Context: an optimization exercise on an open-source flow, tuned for small area, a short achievable clock period and few clock cycles. The choices shown serve that exercise and are no tape-out recipe.
At most, simulation tests tie the RTL to the original design; equivalence was not proved.
Power is estimated from default activity; no workload was simulated.

==> flow/design.v <==
package sao_pkg;
  localparam int N_PIX     = 4;
  localparam int N_EO_TYPE = 4;
  localparam int DIFF_LEN  = 9;
  localparam int CNT_LEN   = 13;
  localparam int SUM_LEN   = 21;
  typedef enum logic [1:0] {EO_HOR, EO_VER, EO_135, EO_45} eo_type_e;
  localparam logic [2:0] SAO_CAT_NONE = 3'd0;
  localparam logic [2:0] SAO_CAT_1    = 3'd1;
  localparam logic [2:0] SAO_CAT_2    = 3'd2;
  localparam logic [2:0] SAO_CAT_3    = 3'd3;
  localparam logic [2:0] SAO_CAT_4    = 3'd4;
  typedef logic        [CNT_LEN-1:0] stat_cnt_t;
  typedef logic signed [SUM_LEN-1:0] stat_sum_t;
  typedef enum logic [1:0] {ST_IDLE, ST_ACC, ST_FLUSH, ST_DONE} acc_state_e;
endpackage
module sao_blk_cat_sum
#(
  parameter int diff_len = sao_pkg::DIFF_LEN,
  parameter int cnt_len  = sao_pkg::CNT_LEN,
  parameter int sum_len  = sao_pkg::SUM_LEN,
  parameter logic [10:0] seg = 11'b010_0100_1000   
) (
  input  logic                          clk,
  input  logic                          clr,       
  input  logic [3:0][5:0]               sel,       
  input  logic [diff_len-1:0]           d0, d1, d2, d3,
  input  logic [diff_len:0]             d01, d23,
  output logic [3:0][cnt_len-1:0]       cnt,
  output logic [3:0][sum_len-1:0]       sum,
  output logic                          settled    
);
  logic [3:0] bin_settled;
  assign settled = &bin_settled;
  localparam int PW  = diff_len + 1;        
  localparam int LW  = PW + 1;              
  localparam int HW  = sum_len - LW;        
  localparam int CLW = 3;                   
  localparam int CHW = cnt_len - CLW;       
  for (genvar c = 0; c < 4; c++) begin : g_bin
    logic [5:0]    sl;
    logic [PW-1:0] xn, yn;                  
    logic [LW-1:0] an, bn;                  
    logic [LW-1:0] lo, lon, un, sn;
    logic [LW:0]   vn, kn;
    logic [LW-1:0] cr;                      
    logic          c11, v11;
    logic [HW-1:0] hi, hi_n;
    logic          inc, dec;
    assign sl = sel[c];
    for (genvar i = 0; i < PW; i++) begin : g_mux
      localparam int j = (i < diff_len) ? i : diff_len - 1;
      assign xn[i] = ~((sl[0] & d0[j]) | (sl[1] & d1[j]) | (sl[2] & d01[i]));
      assign yn[i] = ~((sl[3] & d2[j]) | (sl[4] & d3[j]) | (sl[5] & d23[i]));
    end
    assign an  = {1'b0, ~xn[PW-1], xn[PW-2:0]};
    assign bn  = {1'b1, ~yn[PW-1], yn[PW-2:0]};
    assign lon = ~lo;
    assign vn[0] = 1'b1;
    for (genvar i = 0; i < LW; i++) begin : g_csa
      assign un[i]   = lon[i] ^ an[i] ^ bn[i];
      assign vn[i+1] = (lon[i] & an[i]) | (lon[i] & bn[i]) | (an[i] & bn[i]);
    end
    assign kn[0] = 1'b1;
    for (genvar i = 0; i < LW; i++) begin : g_cpa
      logic kin;
      if (seg[i]) begin : g_cut
        assign kin = ~cr[i];
      end else begin : g_chain
        assign kin = kn[i];
      end
      assign sn[i]   = un[i] ^ vn[i] ^ kin;
      assign kn[i+1] = (un[i] & vn[i]) | (un[i] & kin) | (vn[i] & kin);
    end
    always_ff @(posedge clk) begin
      for (int i = 0; i < LW; i++) begin
        lo[i] <= !(clr || sn[i]);
        cr[i] <= !(clr || !seg[i] || kn[i]);
      end
      c11 <= !(clr || kn[LW]);
      v11 <= clr || !vn[LW];
    end
    assign inc = c11 & v11;
    assign dec = ~c11 & ~v11;
    for (genvar i = 0; i < HW; i++) begin : g_hi
      if (i == 0) begin : g_b0
        assign hi_n[i] = hi[i] ^ (inc | dec);
      end else begin : g_bi
        assign hi_n[i] = hi[i] ^ ((inc & (&hi[i-1:0])) | (dec & ~(|hi[i-1:0])));
      end
    end
    always_ff @(posedge clk) begin
      hi <= clr ? '0 : hi_n;
    end
    assign sum[c] = {hi, lo};
    assign bin_settled[c] = ~|(cr & seg) & (c11 ^ v11);
    logic [CLW-1:0] clo, cs;
    logic [CHW-1:0] chi;
    logic           oa, ob, k1, k2, k3;
    assign oa    = sl[0] | sl[1];
    assign ob    = sl[3] | sl[4];
    assign cs[0] = clo[0] ^ oa ^ ob;
    assign k1    = (clo[0] & oa) | (clo[0] & ob) | (oa & ob);
    logic [1:0] b1;
    assign b1    = 2'(clo[1]) + 2'(sl[2]) + 2'(sl[5]) + 2'(k1);
    assign cs[1] = b1[0];
    assign k2    = b1[1];
    assign cs[2] = clo[2] ^ k2;
    assign k3    = clo[2] & k2;
    logic [CHW-1:0] chi_n;
    for (genvar i = 0; i < CHW; i++) begin : g_chi
      if (i == 0) begin : g_b0
        assign chi_n[i] = chi[i] ^ k3;
      end else begin : g_bi
        assign chi_n[i] = chi[i] ^ (k3 & (&chi[i-1:0]));
      end
    end
    always_ff @(posedge clk) begin
      clo <= clr ? '0 : cs;
      chi <= clr ? '0 : chi_n;
    end
    assign cnt[c] = {chi, clo};
  end
endmodule
module sao_eo_stat_acc
#(
  parameter int n_pix     = sao_pkg::N_PIX,
  parameter int n_eo_type = sao_pkg::N_EO_TYPE,
  parameter int diff_len  = sao_pkg::DIFF_LEN,
  parameter int cnt_len   = sao_pkg::CNT_LEN,
  parameter int sum_len   = sao_pkg::SUM_LEN
) (
  input  logic                                  clk,
  input  logic                                  arst_n,
  input  logic                                  start,
  input  logic                                  in_valid,
  output logic                                  in_ready,
  input  logic                                  in_last,
  input  logic [n_eo_type-1:0][n_pix-1:0][2:0]  in_cat,
  input  logic [n_pix-1:0][diff_len-1:0]        in_diff,
  input  logic [n_eo_type-1:0][n_pix-1:0]       b_use,
  output logic                                  stat_valid,
  input  logic                                  stat_ready,
  output logic [n_eo_type-1:0][3:0][cnt_len-1:0] stat_cnt,
  output logic [n_eo_type-1:0][3:0][sum_len-1:0] stat_sum
);
  localparam logic [10:0] seg     = 11'b010_1010_1000;   
  logic accept;
  logic last_q;                   
  logic clr;
  logic wait_set;                 
  logic [n_eo_type-1:0] settled;
  logic [n_eo_type-1:0][3:0][5:0]       s1_sel;
  logic [n_pix-1:0][diff_len-1:0]       s1_d;
  logic [diff_len:0]                    s1_d01, s1_d23;
  assign accept = in_valid && in_ready && !start;
  always_ff @(posedge clk or negedge arst_n) begin
    if (!arst_n) begin
      in_ready   <= 1'b0;
      last_q     <= 1'b0;
      stat_valid <= 1'b0;
      wait_set   <= 1'b0;
      clr        <= 1'b0;
    end else begin
      in_ready   <= start || (in_ready && !(accept && in_last));
      last_q     <= accept && in_last;
      wait_set   <= !start && (last_q || (wait_set && !(&settled)));
      stat_valid <= !start && ((wait_set && (&settled)) || (stat_valid && !stat_ready));
      clr        <= start;
    end
  end
  for (genvar t = 0; t < n_eo_type; t++) begin : g_sel_t
    for (genvar c = 0; c < 4; c++) begin : g_sel_c
      logic [n_pix-1:0] m;
      for (genvar p = 0; p < n_pix; p++) begin : g_sel_p
        assign m[p] = b_use[t][p] && (in_cat[t][p] == sao_pkg::SAO_CAT_1 + 3'(c));
      end
      always_ff @(posedge clk)
        s1_sel[t][c] <= accept ? {m[2] & m[3], ~m[2] & m[3], m[2] & ~m[3],
                                  m[0] & m[1], ~m[0] & m[1], m[0] & ~m[1]} : 6'd0;
    end
  end
  always_ff @(posedge clk) begin
    s1_d   <= in_diff;
    s1_d01 <= {in_diff[0][diff_len-1], in_diff[0]} + {in_diff[1][diff_len-1], in_diff[1]};
    s1_d23 <= {in_diff[2][diff_len-1], in_diff[2]} + {in_diff[3][diff_len-1], in_diff[3]};
  end
  for (genvar t = 0; t < n_eo_type; t++) begin : g_type
    sao_blk_cat_sum #(
      .diff_len (diff_len),
      .cnt_len  (cnt_len),
      .sum_len  (sum_len),
      .seg      (seg)
    ) u_cat_sum (
      .clk  (clk),
      .clr  (clr),
      .sel  (s1_sel[t]),
      .d0   (s1_d[0]),
      .d1   (s1_d[1]),
      .d2   (s1_d[2]),
      .d3   (s1_d[3]),
      .d01  (s1_d01),
      .d23  (s1_d23),
      .cnt  (stat_cnt[t]),
      .sum  (stat_sum[t]),
      .settled (settled[t])
    );
  end
endmodule
export LEC_CHECK = 0
export CAP_MARGIN = 20
export CORE_MARGIN = 2
export CORE_UTILIZATION = 55
export CTS_CLUSTER_DIAMETER = 120
export CTS_CLUSTER_SIZE = 24
export SETUP_SLACK_MARGIN = 4.7
export SLEW_MARGIN = 20
create_clock -name core_clock -period 7.5 [get_ports {clk}]
standard.sh (not shown) runs the stock make flow with config.mk's settings and CLKGATE_MAP_FILE= SYNTH_SCRIPT=/design/flow/synth_recipe.tcl, a recipe that flattens the netlist after the stock synthesis.
==> flow/flow/run.sh <==
#!/bin/bash
# The standard layout, with the port buffers that placement inserts made of the
# smallest buffer cell (every port still gets its own buffer).
set -euo pipefail
export BUFFER_PORTS_ARGS="-buffer_cell sky130_fd_sc_hd__buf_1"
bash standard.sh > standard.log 2>&1
The starting point went through all stages and came out clean.
Testbench counts at the start, summed over its fixed seeds: cycles 19,843.
Edit:
--- a/flow/design.v
+++ b/flow/design.v
@@ -24,17 +24,14 @@
   input  logic                          clk,
   input  logic                          clr,       
   input  logic [3:0][5:0]               sel,       
   input  logic [diff_len-1:0]           d0, d1, d2, d3,
   input  logic [diff_len:0]             d01, d23,
   output logic [3:0][cnt_len-1:0]       cnt,
-  output logic [3:0][sum_len-1:0]       sum,
-  output logic                          settled    
+  output logic [3:0][sum_len-1:0]       sum
 );
-  logic [3:0] bin_settled;
-  assign settled = &bin_settled;
   localparam int PW  = diff_len + 1;        
   localparam int LW  = PW + 1;              
   localparam int HW  = sum_len - LW;        
   localparam int CLW = 3;                   
   localparam int CHW = cnt_len - CLW;       
   for (genvar c = 0; c < 4; c++) begin : g_bin
@@ -90,13 +87,12 @@
       end
     end
     always_ff @(posedge clk) begin
       hi <= clr ? '0 : hi_n;
     end
     assign sum[c] = {hi, lo};
-    assign bin_settled[c] = ~|(cr & seg) & (c11 ^ v11);
     logic [CLW-1:0] clo, cs;
     logic [CHW-1:0] chi;
     logic           oa, ob, k1, k2, k3;
     assign oa    = sl[0] | sl[1];
     assign ob    = sl[3] | sl[4];
     assign cs[0] = clo[0] ^ oa ^ ob;
@@ -142,33 +138,30 @@
   output logic                                  stat_valid,
   input  logic                                  stat_ready,
   output logic [n_eo_type-1:0][3:0][cnt_len-1:0] stat_cnt,
   output logic [n_eo_type-1:0][3:0][sum_len-1:0] stat_sum
 );
   localparam logic [10:0] seg     = 11'b010_1010_1000;   
+  localparam int          n_flush = 6;                   
   logic accept;
-  logic last_q;                   
+  logic [n_flush-1:0] fl;
   logic clr;
-  logic wait_set;                 
-  logic [n_eo_type-1:0] settled;
   logic [n_eo_type-1:0][3:0][5:0]       s1_sel;
   logic [n_pix-1:0][diff_len-1:0]       s1_d;
   logic [diff_len:0]                    s1_d01, s1_d23;
   assign accept = in_valid && in_ready && !start;
   always_ff @(posedge clk or negedge arst_n) begin
     if (!arst_n) begin
       in_ready   <= 1'b0;
-      last_q     <= 1'b0;
+      fl         <= '0;
       stat_valid <= 1'b0;
-      wait_set   <= 1'b0;
       clr        <= 1'b0;
     end else begin
       in_ready   <= start || (in_ready && !(accept && in_last));
-      last_q     <= accept && in_last;
-      wait_set   <= !start && (last_q || (wait_set && !(&settled)));
-      stat_valid <= !start && ((wait_set && (&settled)) || (stat_valid && !stat_ready));
+      fl         <= start ? '0 : {fl[n_flush-2:0], accept && in_last};
+      stat_valid <= !start && (fl[n_flush-1] || (stat_valid && !stat_ready));
       clr        <= start;
     end
   end
   for (genvar t = 0; t < n_eo_type; t++) begin : g_sel_t
     for (genvar c = 0; c < 4; c++) begin : g_sel_c
       logic [n_pix-1:0] m;
@@ -199,11 +192,10 @@
       .d1   (s1_d[1]),
       .d2   (s1_d[2]),
       .d3   (s1_d[3]),
       .d01  (s1_d01),
       .d23  (s1_d23),
       .cnt  (stat_cnt[t]),
-      .sum  (stat_sum[t]),
-      .settled (settled[t])
+      .sum  (stat_sum[t])
     );
   end
 endmodule
The new run went through all stages and came out clean.
Core utilization went down by 0.20 points.
Global-route usage goes down by 2.2 points.
Hold slack loses 9.5 ps.
Synthesized area stays flat.
Clock skew climbs by 6.0 ps.
Design area came out lower by 0.32%.
Total power falls by 0.50%.
Non-clock buffer count goes down by 3.
Worst setup slack improved by 17 ps.
Maximum frequency increases by 0.60%.
Via count shrinks by 2.2%.
Only the layout flow was run in the second run of this note; the RTL was not checked for function there.

## afterwards: timing with drivers on the ports
The flow's constraints put no driver on any port. The routed layouts listed below were extracted and timed again, unchanged, in two steps. Step 1 (the two cells are an assumption about what drives the block):
set clk [get_ports {clk}]
set_driving_cell -lib_cell sky130_fd_sc_hd__clkbuf_16 $clk
set_driving_cell -lib_cell sky130_fd_sc_hd__buf_2 [delete_from_list [all_inputs] $clk]
Step 2 times the ports against the registers' clock, not the clock port: input delays grow and output delays shrink by t, the midpoint of the rising clock arrivals with the driver on. a / b / c = ideal ports / drivers / drivers and shift; a / b = the first two.
| run | shift t [ns] | slack for setup (ns) | worst setup path after step 2 | latest minus earliest clock arrival (ns) | worst register clock-pin slew, ns |
|---|---|---|---|---|---|
| the first run | 0.677 | 4.673 / 4.641 / 4.417 | input to register | 0.028 / 0.028 | 0.11 / 0.11 |
| the second run | 0.669 | 4.690 / 4.648 / 4.233 | input to register | 0.033 / 0.033 | 0.11 / 0.11 |
After both steps setup and hold are still met in every run listed. For the second run, which loses most, drivers alone change the setup slack by -0.042 ns; drivers and shift together by -0.457 ns.
